Source: an optimization exercise on an open RTL-to-GDS flow (aim: small area, a short achievable clock period and few clock cycles). Production flows keep margins and buffers that such runs may drop.
No functional check of the RTL was part of any run shown here.
Power figures rest on the tool's default switching activity, not on a simulated workload.

**flow/config.mk**
```make
export PLATFORM = sky130hd
export DESIGN_NAME = data_feeder_top
export DESIGN_NICKNAME = data_feeder_top
export VERILOG_FILES = /design/flow/design.v
export SDC_FILE = /design/flow/constraint.sdc
export NUM_CORES = 4
export LEC_CHECK = 0
export CAP_MARGIN = 20
export CORE_AREA = 5 5 275 275
export DIE_AREA = 0 0 280 280
export SLEW_MARGIN = 20
```
**flow/constraint.sdc**
```tcl
create_clock -name core_clock -period 4.0 [get_ports {clk_i}]
set_input_delay 0.8000 -clock core_clock [delete_from_list [all_inputs] [get_ports {clk_i}]]
set_output_delay 0.8000 -clock core_clock [all_outputs]
set_load 0.01 [all_outputs]
```
**flow/design.v**
```verilog
`timescale 1ns/10ps
package feeder_pkg;
    typedef logic [15:0]  word_t;
    typedef logic [255:0] half_line_t;
    typedef logic [511:0] line_t;
    typedef logic [31:0]  dram_addr_t;
    typedef logic [14:0]  len_t;
    typedef logic [7:0]   cmd_t;
    localparam int LINE_BYTES     = 64;
    localparam int WORDS_PER_LINE = 32;
    localparam cmd_t CMD_WRITE_INPUT  = 8'd9;
    localparam cmd_t CMD_WRITE_WEIGHT = 8'd10;
    typedef enum logic [1:0] {
        REQ_IDLE,
        REQ_WAIT_FIFO,
        REQ_SEND
    } req_state_t;
    typedef enum logic [1:0] {
        FEED_IDLE,
        FEED_WAIT_DATA,
        FEED_ISSUE,
        FEED_POP
    } feed_state_t;
endpackage
`timescale 1ns/10ps
package mmio_map_pkg;
    typedef logic [31:0] bus_addr_t;
    typedef logic [31:0] bus_data_t;
    localparam bus_addr_t RD_ADDR_REG      = 32'hC400_2024;
    localparam bus_addr_t RD_LEN_REG       = 32'hC400_2028;
    localparam bus_addr_t RD_START_REG     = 32'hC400_2030;
    localparam bus_addr_t SRAM_IDX_CLR_REG = 32'hC400_2034;
    localparam bus_addr_t DATA_TYPE_REG    = 32'hC400_2038;
    localparam bus_addr_t BUSY_REG         = 32'hC400_0020;
endpackage
`timescale 1ns/10ps
module data_feeder_top (
    input  logic                    clk_i,
    input  logic                    rst_i,
    input  logic                    dev_strobe_i,
    input  mmio_map_pkg::bus_addr_t dev_addr_i,
    input  mmio_map_pkg::bus_data_t dev_wdata_i,
    output logic                    dev_ready_o,
    output mmio_map_pkg::bus_data_t dev_rdata_o,
    input  logic                    fifo_addr_full_i,
    output logic                    dram_addr_valid_o,
    output feeder_pkg::dram_addr_t  dram_addr_o,
    input  logic                    fifo_data_empty_i,
    input  feeder_pkg::half_line_t  dram_rdata_h_i,
    input  feeder_pkg::half_line_t  dram_rdata_l_i,
    output logic                    fifo_data_rd_en_o,
    output logic                    acc_cmd_valid_o,
    output feeder_pkg::cmd_t        acc_cmd_o,
    output feeder_pkg::word_t       acc_word_o,
    output feeder_pkg::len_t        acc_index_o
);
    logic wr_addr, wr_len, wr_start, wr_clr, wr_type;
    assign wr_addr  = dev_strobe_i && (dev_addr_i == mmio_map_pkg::RD_ADDR_REG);
    assign wr_len   = dev_strobe_i && (dev_addr_i == mmio_map_pkg::RD_LEN_REG);
    assign wr_start = dev_strobe_i && (dev_addr_i == mmio_map_pkg::RD_START_REG);
    assign wr_clr   = dev_strobe_i && (dev_addr_i == mmio_map_pkg::SRAM_IDX_CLR_REG);
    assign wr_type  = dev_strobe_i && (dev_addr_i == mmio_map_pkg::DATA_TYPE_REG);
    logic [31:1] addr_q;         
    logic [14:0] len_q;
    logic        type_q;
    logic        ntype_q;        
    logic        ready_q;
    logic        busy_q;
    logic        busy;
    always_ff @(posedge clk_i) begin
        if (wr_addr) addr_q <= dev_wdata_i[31:1];
    end
    always_ff @(posedge clk_i) begin
        if (rst_i) begin
            len_q   <= '0;
            type_q  <= 1'b0;
            ntype_q <= 1'b1;
        end else begin
            if (wr_len)  len_q  <= dev_wdata_i[14:0];
            if (wr_type) begin
                type_q  <= dev_wdata_i[0];
                ntype_q <= !dev_wdata_i[0];
            end
        end
    end
    always_ff @(posedge clk_i) begin
        ready_q <= dev_strobe_i;
        busy_q  <= busy;
    end
    assign dev_ready_o = ready_q;
    assign dev_rdata_o = {31'b0, busy_q};
    logic        req_go_q;       
    logic        req_vld_q;
    logic [5:1]  req_lo_q;       
    logic [25:0] req_line_q;     
    logic [10:0] req_left_q;     
    logic [15:0] last_word;      
    logic        req_take;
    assign last_word = 16'(addr_q[5:1]) + 16'(len_q) - 16'd1;
    assign req_take  = req_go_q && !fifo_addr_full_i;
    always_ff @(posedge clk_i) begin
        if (rst_i) begin
            req_go_q  <= 1'b0;
            req_vld_q <= 1'b0;
        end else begin
            req_vld_q <= req_take;
            if (wr_start) begin
                req_go_q <= 1'b1;
            end else if (req_take && req_left_q == '0) begin
                req_go_q <= 1'b0;
            end
        end
    end
    always_ff @(posedge clk_i) begin
        if (wr_start) begin
            req_left_q  <= last_word[15:5];
            req_line_q  <= addr_q[31:6];
            req_lo_q    <= addr_q[5:1];
        end else begin
            if (req_take)  req_left_q <= req_left_q - 11'd1;
            if (req_vld_q) begin
                req_line_q  <= req_line_q + 26'd1;
                req_lo_q    <= '0;
            end
        end
    end
    assign dram_addr_valid_o = req_vld_q;
    assign dram_addr_o       = {req_line_q, req_lo_q, 1'b0};
    logic [14:0] rem_q;          
    logic [4:0]  off_q;          
    logic        known_q;        
    logic        popdue_q;       
    logic        pop_q;          
    logic        pop_next;
    logic        ll_take;
    logic        ll_hold;
    logic        rem_nz;
    logic        line_last;
    logic        take;
    logic        pop;
    logic        cmd_vld_q;
    logic [15:0] word_q;
    logic [14:0] idx_q;
    logic [15:0] words [32];
    always_comb begin
        for (int p = 0; p < 8; p++) begin
            words[2*p]      = dram_rdata_l_i[224-32*p +: 16];
            words[2*p+1]    = dram_rdata_l_i[240-32*p +: 16];
            words[16+2*p]   = dram_rdata_h_i[224-32*p +: 16];
            words[16+2*p+1] = dram_rdata_h_i[240-32*p +: 16];
        end
    end
    assign rem_nz    = |rem_q;
    assign line_last = (&off_q) || (rem_q == 15'd1);
    assign take      = rem_nz && !popdue_q && !fifo_data_empty_i;
    assign pop       = pop_q;    
    assign ll_take  = (rem_q != 15'd1) && ((off_q == 5'd30) || (rem_q == 15'd2));
    assign ll_hold  = rem_nz && line_last;
    assign pop_next = !pop_q && ((rem_nz && !popdue_q) ? (ll_take || (line_last && !known_q)) : ll_hold);
    assign busy      = rem_nz || popdue_q;
    always_ff @(posedge clk_i) begin
        if (rst_i) begin
            rem_q     <= '0;
            known_q   <= 1'b0;
            popdue_q  <= 1'b0;
            pop_q     <= 1'b0;
            cmd_vld_q <= 1'b0;
        end else begin
            if (wr_start) begin
                rem_q <= len_q;
            end else if (take) begin
                rem_q <= rem_q - 15'd1;
            end
            known_q   <= !fifo_data_empty_i && !pop;
            pop_q     <= !fifo_data_empty_i && pop_next;
            popdue_q  <= take && line_last && !known_q;
            cmd_vld_q <= take;
        end
    end
    always_ff @(posedge clk_i) begin
        if (wr_start) begin
            off_q <= addr_q[5:1];
        end else if (take) begin
            off_q <= off_q + 5'd1;
        end
    end
    always_ff @(posedge clk_i) begin
        word_q <= words[off_q];
    end
    always_ff @(posedge clk_i) begin
        if (rst_i || wr_clr) begin
            idx_q <= '0;
        end else if (cmd_vld_q) begin
            idx_q <= idx_q + 15'd1;
        end
    end
    assign fifo_data_rd_en_o = pop;
    assign acc_cmd_valid_o   = cmd_vld_q;
    assign acc_cmd_o         = {4'b0000, 1'b1, 1'b0, type_q, ntype_q};
    assign acc_word_o        = word_q;
    assign acc_index_o       = idx_q;
endmodule
```
**flow/flow/run.sh**
```bash
#!/bin/bash
# The standard ORFS layout, with the port buffers made of the smallest buffer
# cell instead of the one buffer_ports picks on its own.
set -uo pipefail
bash standard.sh "BUFFER_PORTS_ARGS=-buffer_cell sky130_fd_sc_hd__buf_1" finish > standard.log 2>&1
```
**flow/standard.sh**
```bash
#!/bin/bash
# synth_recipe.tcl (not shown) runs the flow's synth.tcl, then flattens the netlist and writes it again
# the make line also repeats each setting of config.mk as NAME=value (left out here)
make -C /OpenROAD-flow-scripts/flow DESIGN_CONFIG=/design/flow/config.mk WORK_HOME=/design/flow/orfs CLKGATE_MAP_FILE= SYNTH_SCRIPT=/design/flow/synth_recipe.tcl "${@:-finish}"
```
==> impl_metrics.ini, run 1 <==
[finish]
area_delta_synth_final_pct = 39.7
design_area_um2 = 15600
fin_util_pct = 21.4
n_fill_cell = 8296
drive_above_1_share_pct = 6.86
final_nets = 2550

[detailed_routing]
drtPass1Iterations = 7
wl_per_cell_um = 31.5
routed_via_density = 4.86
post-route-drc-count = 0
drtIter0Drc = 2045
drt-total-wl_um = 93500
ant_nets = 0
vias = 14400

[synthesis]
ys.flop_type = edfxtp_1
yosysTopAreaCellShare_pct = 21.0
synth_cell_types = 75
synth_area_per_cell_um2 = 8.63
ys_top_cells_by_area = edfxtp_1 (21%), dfxtp_1 (13%), mux2i_1 (6.6%), nor2_1 (4.7%), a22oi_1 (4.4%)
synth_top_cells_by_count = nor2_1 (139), nand2_1 (111), edfxtp_1 (78)
synth-edff-count = 78
synth_top_area_cell = edfxtp_1
synth_most_common_cell = nor2_1
postSynthCellCount = 1291
ys_seq_elements = 149
syn_area_um2 = 11100
async_flop_share_pct = 0
synth_warnings = 2
yosysSeqAreaShare_pct = 33.8

[clocking]
cts_hold_buf = 0
clockBufferDepth = 2
cts_setup_buffers = 0
htree_levels = 4
cts-root-buf = clkbuf_16
cts_made_buffers = 17
cts_tree = done
clkLatencyLatePin_ps = 470
clkTransAtPathRegs_ps = 90
ctsResizeCount = 0
cts_sinks = 149

[die]
ios = 688
dieArea_um2 = 78400
coreArea_um2 = 72600
chipHeight_um = 280
die_x_um = 280
num_rows = 99
start_util_pct = 15.3

[critical_path]
regToRegStartpoint = off_q[4]
end_kind = register
cp_data_required_time_ps = 4400
crit_path_start = off_q[4]
cp.arrival_ps = 3780
crit_fanout = 13
critPathLaunchType = register
crit_type = reg2reg

[timing]
tns_ps = 0
post-route-min-period_ps = 3370
setup_slack_ps = 627
worst_slew_pin_slew_ps = 1170
slew_violations = 0
hold_viol = 0
skew_ps = 16.4
rsz0062_at_grt = false
finalSetupViolations = 0
fmax_ghz = 0.297
relSlewSlack_pct = 21.6
fin_crit_sh_pct = 84.3

[min_path]
min_path_type = reg2reg
min_from = known_q

[global_routing]
grt_usage_pct = 22.4
antenna_found_initial = 102
grt_pass1_vias = 13600
grt_max_degree = 79
grt_pass1_wl_um = 119000
gr-total-overflow = 0

[status]
status = timing/DRC/antenna clean

[placement]
dp_hpwl_um = 80300
place_area_um2 = 14800
io_buffers = 649
dpl_worst_slack_ps = 588
place_congestion = 1.05

[run]
cap_violations = 0

[pwr]
powerDensity_nw_per_um2 = 616
ir_drop_mv = 0.312
leakagePower_nw = 5.14
-- worst max-delay path, cell delays in order, from the launching register on --
cell,delay [ps]
edfxtp_1,860
buf_4,320
nand2_1,210
nor2_1,750
buf_4,330
a221o_1,370
nor4_1,100
buf_4,200
a31oi_1,150
-- report_power, final --
part | internal, W | switching (W) | total (W)
Combinational | 0.00196 | 0.00382 | 0.00578
Sequential | 0.00185 | 0.000211 | 0.00206
Clock | 0.000908 | 0.000838 | 0.00175
-- per-layer routing --
layer | global-route usage (%) | share of wire (%) | vias to the layer above
met2 | 35.6 | 46 | 1114
met3 | 11.5 | 14 | 273
met1 | 23.9 | 34 | 6788
li1 | - | - | 6214
met5 | 0 | 0.28 | -
met4 | 13.4 | 6.0 | 38
-- placed cells by master (no fill, tap or decap), drive strengths merged, types with 19 or more instances in the layout --
cell type / count
nand2: 111
nor2: 139
nand4: 20
a22o: 25
a21oi: 40
nand3: 52
buf: 717
edfxtp: 78
dfxtp: 71
diode: 55
mux2i: 74
conb: 38
a221oi: 21
ha: 30
nor3: 24
xnor2: 19
inv: 47
o21ai: 65
xor2: 49
a22oi: 65
a211oi: 24
-- cell families (layout without fill, tap and decap cells) --
logic type / Yosys count / after routing / share of synthesized area [%]
other: 2 / 93 / 0.0674
adders and majority gates: 30 / 30 / 3.37
muxes: 88 / 88 / 8.27
and+or+nand+nor: 422 / 422 / 18.0
AOI/OAI and AO/OA: 369 / 369 / 24.0
buffers and inverters: 163 / 788 / 7.24
DFF: 149 / 149 / 33.8
xor gates and xnor gates: 68 / 68 / 5.35
-- state kept, by name, summed over array words and instances, names as in the netlist --
register	cells
rem_q	15
req_lo_q	5
len_q	15
ready_q	1
req_go_q	1
cmd_vld_q	1
ntype_q	1
word_q	16
req_left_q	11
pop_q	1
req_vld_q	1
type_q	1
popdue_q	1
req_line_q	26
known_q	1
addr_q	31
idx_q	15
busy_q	1
off_q	5
-- stage by stage --
stage	hold slack [ps]	instances	total power, W
after CTS	400	2911	0.00948
after floorplan	391	1327	0.00528
after global placement	406	2879	0.00766
after global routing	436	2935	0.00996
final	417	2966	0.00959
after detailed placement	413	2879	0.00768
-- path summary, 6_finish.rpt --
path               endpoint  cells after the start  slack, ps
hold reg to reg    popdue_q                      1        420
setup reg to reg  word_q[5]                      8        630
setup / recovery  word_q[5]                      8        630
hold / removal     popdue_q                      1        420
-- cell type report --
class	count	area (um2)	share of cell area, %
multi-input combinational	1015	6730	43.2
sequential	149	3760	24.2
timing repair buffer	717	2970	19.1
tap	959	1200	7.71
clock buffer	17	425	2.73
clock inverter	15	196	1.26
inverter	39	146	0.940
antenna	55	138	0.884
==> run 2: changes to the inputs <==
--- a/flow/config.mk
+++ b/flow/config.mk
@@ -6,6 +6,7 @@
 export NUM_CORES = 4
 export LEC_CHECK = 0
 export CAP_MARGIN = 20
-export CORE_AREA = 5 5 275 275
-export DIE_AREA = 0 0 280 280
+export CORE_AREA = 5 5 175 175
+export DIE_AREA = 0 0 180 180
+export SETUP_SLACK_MARGIN = 2.0
 export SLEW_MARGIN = 20
==> impl_metrics.ini, run 2 <==
[die]
num_rows = 62
chipHeight_um = 180
start_util_pct = 38.9
die_x_um = 180

[synthesis]
synth_area_per_cell_um2 = 8.63
ys_seq_elements = 149
ys_top_cells_by_area = edfxtp_1 (21%), dfxtp_1 (13%), mux2i_1 (6.6%), nor2_1 (4.7%), a22oi_1 (4.4%)
synth_top_cells_by_count = nor2_1 (139), nand2_1 (111), edfxtp_1 (78)
yosysTopAreaCellShare_pct = 21.0
async_flop_share_pct = 0
synth_cell_types = 75
synth-edff-count = 78
synth_most_common_cell = nor2_1
synth_warnings = 2
synth_top_area_cell = edfxtp_1
syn_area_um2 = 11100
postSynthCellCount = 1291
ys.flop_type = edfxtp_1
yosysSeqAreaShare_pct = 33.8

[status]
status = stopped before the end
lastStage = I/O pin placement (3_2_place_iop)
firstError = [ERROR PPL-0024] Number of IO pins (688) exceeds maximum number of available positions (644). Increase the die perimeter from 720.00um to 935.68um.
## run 2: cell counts after synthesis
Identical to the previous run, type by type.
## run 2: kinds of logic after synthesis
kind of cell | count (synthesis) | share of synthesized area (%)
compound gates | 369 | 24.0
xor+xnor | 68 | 5.35
fa+ha+maj | 30 | 3.37
buf+inv | 163 | 7.24
flops | 149 | 33.8
mux | 88 | 8.27
other cells | 2 | 0.0674
simple gates | 422 | 18.0
==> run 3: changes to the inputs <==
--- a/flow/design.v
+++ b/flow/design.v
@@ -95,13 +95,18 @@
     logic [25:0] req_line_q;     
     logic [10:0] req_left_q;     
     logic [15:0] last_word;      
+    logic [4:0]  end_off;        
+    logic [2:0]  outst_q;        
+    logic        pop_q;          
     logic        req_take;
     assign last_word = 16'(addr_q[5:1]) + 16'(len_q) - 16'd1;
-    assign req_take  = req_go_q && !fifo_addr_full_i;
+    assign end_off   = last_word[4:0];
+    assign req_take  = req_go_q && !fifo_addr_full_i && ((outst_q + 3'(req_vld_q)) < 3'd4);
     always_ff @(posedge clk_i) begin
         if (rst_i) begin
             req_go_q  <= 1'b0;
             req_vld_q <= 1'b0;
+            outst_q   <= '0;
         end else begin
             req_vld_q <= req_take;
             if (wr_start) begin
@@ -109,6 +114,7 @@
             end else if (req_take && req_left_q == '0) begin
                 req_go_q <= 1'b0;
             end
+            outst_q <= outst_q + 3'(req_vld_q) - 3'(pop_q);
         end
     end
     always_ff @(posedge clk_i) begin
@@ -126,18 +132,13 @@
     end
     assign dram_addr_valid_o = req_vld_q;
     assign dram_addr_o       = {req_line_q, req_lo_q, 1'b0};
-    logic [14:0] rem_q;          
     logic [4:0]  off_q;          
     logic        known_q;        
     logic        popdue_q;       
-    logic        pop_q;          
-    logic        pop_next;
+    logic        last_line;
+    logic        line_last;
     logic        ll_take;
-    logic        ll_hold;
-    logic        rem_nz;
-    logic        line_last;
     logic        take;
-    logic        pop;
     logic        cmd_vld_q;
     logic [15:0] word_q;
     logic [14:0] idx_q;
@@ -150,30 +151,21 @@
             words[16+2*p+1] = dram_rdata_h_i[240-32*p +: 16];
         end
     end
-    assign rem_nz    = |rem_q;
-    assign line_last = (&off_q) || (rem_q == 15'd1);
-    assign take      = rem_nz && !popdue_q && !fifo_data_empty_i;
-    assign pop       = pop_q;    
-    assign ll_take  = (rem_q != 15'd1) && ((off_q == 5'd30) || (rem_q == 15'd2));
-    assign ll_hold  = rem_nz && line_last;
-    assign pop_next = !pop_q && ((rem_nz && !popdue_q) ? (ll_take || (line_last && !known_q)) : ll_hold);
-    assign busy      = rem_nz || popdue_q;
+    assign last_line = !req_go_q && !req_vld_q && (outst_q == 3'd1);
+    assign line_last = (&off_q) || (last_line && (off_q == end_off));
+    assign ll_take   = (off_q == 5'd30) || (last_line && (5'(off_q + 5'd1) == end_off));
+    assign take      = !popdue_q && !fifo_data_empty_i;
+    assign busy      = req_go_q || req_vld_q || (outst_q != '0) || popdue_q;
     always_ff @(posedge clk_i) begin
         if (rst_i) begin
-            rem_q     <= '0;
             known_q   <= 1'b0;
             popdue_q  <= 1'b0;
             pop_q     <= 1'b0;
             cmd_vld_q <= 1'b0;
         end else begin
-            if (wr_start) begin
-                rem_q <= len_q;
-            end else if (take) begin
-                rem_q <= rem_q - 15'd1;
-            end
-            known_q   <= !fifo_data_empty_i && !pop;
-            pop_q     <= !fifo_data_empty_i && pop_next;
+            known_q   <= !fifo_data_empty_i && !pop_q;
             popdue_q  <= take && line_last && !known_q;
+            pop_q     <= take && !pop_q && ((line_last && !known_q) || ll_take);
             cmd_vld_q <= take;
         end
     end
@@ -194,7 +186,7 @@
             idx_q <= idx_q + 15'd1;
         end
     end
-    assign fifo_data_rd_en_o = pop;
+    assign fifo_data_rd_en_o = pop_q;
     assign acc_cmd_valid_o   = cmd_vld_q;
     assign acc_cmd_o         = {4'b0000, 1'b1, 1'b0, type_q, ntype_q};
     assign acc_word_o        = word_q;
--- a/flow/config.mk
+++ b/flow/config.mk
@@ -6,7 +6,7 @@
 export NUM_CORES = 4
 export LEC_CHECK = 0
 export CAP_MARGIN = 20
-export CORE_AREA = 5 5 175 175
-export DIE_AREA = 0 0 180 180
+export CORE_AREA = 5 5 235 235
+export DIE_AREA = 0 0 240 240
 export SETUP_SLACK_MARGIN = 2.0
 export SLEW_MARGIN = 20
==> impl_metrics.ini, run 3 <==
[detailed_routing]
routed_via_density = 5.49
drtPass1Iterations = 6
drt-total-wl_um = 96800
drtIter0Drc = 1564
ant_nets = 0
post-route-drc-count = 0
vias = 15000
wl_per_cell_um = 35.5

[timing]
fmax_ghz = 0.386
relSlewSlack_pct = 41.7
hold_viol = 0
rsz0062_at_grt = true
tns_ps = 0
skew_ps = 22.5
slew_violations = 0
post-route-min-period_ps = 2590
fin_crit_sh_pct = 64.8
finalSetupViolations = 0
worst_slew_pin_slew_ps = 872

[synthesis]
synth_cell_types = 80
synth_compound_area_share_pct = 23.8
synthAdderAreaFrac_pct = 3.82
yosysSeqAreaShare_pct = 32.0
synth_top_area_cell = edfxtp_1
synth_warnings = 2
ys_top_cells_by_area = edfxtp_1 (21%), dfxtp_1 (11%), mux2i_1 (6.7%), xor2_1 (4.0%), a22oi_1 (4.0%)
synth_mux_area_share_pct = 8.88
synth_most_common_cell = nor2_1
synth-edff-count = 78
synth-xor-area-share_pct = 5.73
synth_top_family_by_area = compound AO/OA/AOI/OAI gates
synth_top_cells_by_count = nor2_1 (107), nand2_1 (97), edfxtp_1 (78)
synth_area_per_cell_um2 = 8.86
yosysTopAreaCellShare_pct = 21.3
postSynthCellCount = 1242
synth-simple-area-share_pct = 17.4
async_flop_share_pct = 0
syn_area_um2 = 11000
ys_seq_elements = 137
ys.flop_type = edfxtp_1

[pwr]
ir_drop_mv = 0.276
powerDensity_nw_per_um2 = 300
leakagePower_nw = 6.24

[clocking]
clockBufferDepth = 2
clkLatencyLatePin_ps = 460
htree_levels = 4
cts_made_buffers = 17
cts_hold_buf = 0
cts_sinks = 137
cts_tree = done
clkTransAtPathRegs_ps = 70
cts-root-buf = clkbuf_16

[finish]
final_common_cell = buf_1
largest_reg_flops = 31
fin_util_pct = 33.9
n_fill_cell = 5596
top_regs = addr_q x31, req_line_q x26, word_q x16
mostFrequentLayoutCells = buf_1 (640), buf_4 (97), nand2_1 (85)
area_delta_synth_final_pct = 61.3
largest_register = addr_q
final_nets = 2607
drive_above_1_share_pct = 21.9

[critical_path]
crit_path_top_delay_cell = or4_4
r2r_cells = 9
regToRegStartpoint = off_q[1]
cp_common_cell = buf_12
max_stage_delay_ps = 680
worstPathCellList = inv_2 -> ha_2 -> buf_12 -> nor2b_2 -> nor3_2 -> nand4b_1 -> or4_4 -> buf_12 -> o22a_1
crit_type = reg2reg
end_kind = register
crit_fanout = 18
critPathLaunchType = register
crit_path_start = off_q[1]
cp.arrival_ps = 2940
r2r_slack_ps = 1410
cp_data_required_time_ps = 4340

[min_path]
min_from = len_q[4]
min_path_type = reg2reg
hold_depth = 2

[global_routing]
antenna_found_initial = 53
grt_pass1_wl_um = 125000
grt_usage_pct = 31.6
gr-total-overflow = 0
grt_pass1_vias = 14700
grt_max_degree = 26

[die]
die_x_um = 240
coreArea_um2 = 52400
chipHeight_um = 240
num_rows = 84
start_util_pct = 21.0
dieArea_um2 = 57600
ios = 688

[placement]
io_buffers = 649
dp_hpwl_um = 77800
place_congestion = 1.07

[run]
cap_violations = 0

[status]
status = timing/DRC/antenna clean
## run 3: worst max-delay path: cells and delay by family, from the launching register on
family          cells  cell delay (ps)
compound gates      1              200
buf+inv             3              470
simple gates        4             1100
flops               1              480
fa+ha+maj           1              220
## run 3: where the power goes
group / internal (W) / switching, W
clock network: 0.00102 / 0.000717
registers: 0.00156 / 0.0000751
logic: 0.000773 / 0.00117
## run 3: path summary, 6_finish.rpt
kind	to
max	word_q[1]
min	len_q[4]
max reg2reg	word_q[1]
min reg2reg	len_q[4]
## run 3: layer usage
layer	GRT usage [%]	vias up	part of all wire [%]
met5	0	-	0.21
met4	16.9	28	6.5
met3	10.6	298	9.9
met2	51.3	1073	46
met1	36.9	7351	37
li1	-	6216	-
## run 3: layout make-up
cell class / instances / area, um2 / share of cell area (%)
flip-flops and latches: 137 / 3530 / 19.9
inverters: 41 / 156 / 0.881
clock buffers: 19 / 454 / 2.56
clock inverters: 13 / 164 / 0.923
diodes: 31 / 77.6 / 0.437
well taps: 688 / 861 / 4.85
multi-input cells: 977 / 7920 / 44.6
repair buffers: 819 / 4600 / 25.9
## run 3: cell families after synthesis
logic type | count (synthesis)
xor+xnor | 72
compound gates | 352
fa+ha+maj | 33
flops | 137
buf+inv | 169
mux | 93
simple gates | 384
other cells | 2
## run 3: per-stage QoR
stage                     hold WS (ps)  cells  setup WS, ps  instance area, um2  total power [W]
after detailed placement           481   2532           750               14200          0.00315
after CTS                          454   2672          1410               17200          0.00519
after floorplan                    443   1278          1200               11500          0.00237
after global placement             482   2532           779               14200          0.00315
final                              493   2725          1410               17800          0.00532
after global routing               487   2715          1390               17700          0.00542
## run 3: timing repair
action	in CTS	in global routing
endpoints found under the hold margin	0	0
setup buffers	87	20
setup endpoints to repair	161	178
pin swaps	49	45
gates cloned	21	2
resized for setup	251	80

[separate check: timing with driven ports]
The results above use ideal ports. As a check the final layouts listed here were re-extracted and re-timed, cells and wires unchanged.
Step 1: set_driving_cell puts a clkbuf_16 on clk_i and a buf_2 on each other input, an assumption about the parent block.
Step 2 moves the port delays by t, midway between the first and last clock arrival at a register: inputs arrive t later, outputs are due t later. That takes back most of the time a late clock gives input paths.
Slacks: ideal / step 1 / step 2; pairs: ideal / step 1.
| run | t, ns | slack for setup (ns) | pins driven straight from the clock port |
|---|---|---|---|
| run 1 | 0.518 | 0.627 / 0.627 / 0.568 | 1 |
| run 3 | 0.495 | 1.406 / 1.406 / 1.139 | 1 |
After both steps every run listed still meets setup and hold. For run 3, which loses most, drivers alone change the setup slack by 0.000 ns; drivers and shift together by -0.267 ns.
